Background: an optimization exercise with open tools, aiming at small area. Do not read the settings as production practice. The RTL was checked by simulation tests, not by an equivalence proof against the original design.

==> inputs of run K <==
## icache_ctrl_unit_mb
module icache_ctrl_unit_mb #(
    parameter int NB_BANKS  = 8,
    parameter int NB_CORES  = 8,
    parameter int ID_WIDTH  = 9,
    parameter int CNT_WIDTH = 16
) (
    input  logic                  clk_i,
    input  logic                  rst_ni,
    input  logic                  bus_req_i,
    input  logic [31:0]           bus_add_i,
    input  logic                  bus_wen_i,
    input  logic [31:0]           bus_wdata_i,
    input  logic [3:0]            bus_be_i,
    input  logic [ID_WIDTH-1:0]   bus_id_i,
    output logic                  bus_gnt_o,
    output logic                  bus_r_valid_o,
    output logic                  bus_r_opc_o,
    output logic [ID_WIDTH-1:0]   bus_r_id_o,
    output logic [31:0]           bus_r_rdata_o,
    output logic [NB_BANKS-1:0]   bypass_req_o,
    input  logic [NB_BANKS-1:0]   bypass_ack_i,
    output logic [NB_BANKS-1:0]   flush_req_o,
    input  logic [NB_BANKS-1:0]   flush_ack_i,
    output logic                  sel_flush_req_o,
    output logic [31:0]           sel_flush_addr_o,
    input  logic                  sel_flush_ack_i,
    input  logic [NB_CORES-1:0]   hit_evt_i,
  ...
export LEC_CHECK = 0
export ABC_AREA = 1
export CAP_MARGIN = 20
export CORE_MARGIN = 2
export CORE_UTILIZATION = 60
export PLACE_DENSITY = 0.72
export SLEW_MARGIN = 20
export SYNTH_HIERARCHICAL = 1
create_clock -name core_clock -period 6.0 [get_ports {clk_i}]
standard.sh (not shown) runs the stock make flow with config.mk's settings and CLKGATE_MAP_FILE= SYNTH_SCRIPT=/design/flow/synth_recipe.tcl, a recipe that flattens the netlist after the stock synthesis.
==> flow/flow/run.sh <==
#!/bin/bash
# The standard layout (bash standard.sh), with three changes to how it is made:
#  - synthesis maps with an area-only ABC script (flow/abc_area.script: amap, no buffering or
#    upsizing), so the single-gate modules of the RTL map onto single cells;
#  - the port buffers are buf_1 cells;
#  - the clock tree is built from small clock buffers.
# Each step's output goes to a log file of its own in this folder.
set -euo pipefail
here=$(pwd)
rm -rf "$here/scripts_own"
cp -r "$FLOW_HOME/scripts" "$here/scripts_own"
cp "$here/flow/abc_area.script" "$here/scripts_own/abc_area.script"
export SCRIPTS_DIR="$here/scripts_own"
export BUFFER_PORTS_ARGS="-buffer_cell sky130_fd_sc_hd__buf_1"
export CTS_ARGS="-sink_clustering_enable -repair_clock_nets -dont_use_dummy_load -buf_list sky130_fd_sc_hd__clkbuf_4 -sink_clustering_size 10 -sink_clustering_max_diameter 40"
bash standard.sh > "$here/standard_flow.log" 2>&1
==> flow/flow/abc_area.script <==
strash
dch
amap
topo
stime -c
==> inputs of run F, as changes to run K <==
- CORE_UTILIZATION: 60 -> 70
- PLACE_DENSITY: 0.72 -> 0.8
==> results.sh <==
export IMPL_grt_max_degree=74
export IMPL_cp_num_buf_inv=2
export IMPL_routedWlPerCell_um=19.76
export IMPL_multi_input_area_share_pct=41.78
export IMPL_switching_share_pct=26.21
export IMPL_drive_above_1_share_pct=3.947
export IMPL_totalWireLength_mm=39.54
export IMPL_hold_depth=2
export IMPL_p_comb_mw=0.298
export IMPL_multi_input_area_um2=5822
export IMPL_grt_pass1_vias=11060
export IMPL_coreArea_um2=20890
export IMPL_whs_endpoint="x_q[13]"
export IMPL_peakVddDrop_mv=0.2057
export IMPL_dr_wl_met2_mm=17.98
export IMPL_grt_use_total_pct=34.02
export IMPL_fin_crit_ns=4.196
export IMPL_num_nonclk_buffers=188
export IMPL_status="finished clean"
# the run above: run K

==> results.sh <==
export IMPL_num_nonclk_buffers=187
export IMPL_coreArea_um2=17900
export IMPL_grt_max_degree=69
export IMPL_grt_use_total_pct=39.52
export IMPL_status="finished clean"
export IMPL_peakVddDrop_mv=0.2063
export IMPL_drive_above_1_share_pct=3.779
export IMPL_clock_path_buffers=3
export IMPL_routedWlPerCell_um=20.17
export IMPL_multi_input_area_um2=5817
export IMPL_totalWireLength_mm=39.34
export IMPL_cp_num_buf_inv=1
export IMPL_switching_share_pct=26.57
export IMPL_synth_top_family_by_area="compound AO/OA/AOI/OAI gates"
export IMPL_multi_input_area_share_pct=42.01
export IMPL_dr_wl_met2_mm=17.52
# the run above: run F

[separate check: timing with driven ports]
In the flow no input, the clock included, has a driving cell. The finished layouts below were timed again as built, in two steps. Step 1 assumes that a clkbuf_16 drives the clock port and a buf_2 every other input. Step 2 times the ports against the registers' clock, not the clock port: input delays grow and output delays shrink by t, the midpoint of the rising clock arrivals with the driver on. a / b / c = ideal / step 1 / step 2; a / b = the first two.
run | shift t [ns] | setup slack, ns | clock arrival spread, ns
run K | 0.699 | 1.804 / 1.804 / 1.388 | 0.054 / 0.054
run F | 0.667 | 1.741 / 1.741 / 1.488 | 0.079 / 0.079
After both steps every run listed still meets setup and hold. The setup slack of run K, which loses most, moves by 0.000 ns with the drivers and by -0.416 ns with both steps.
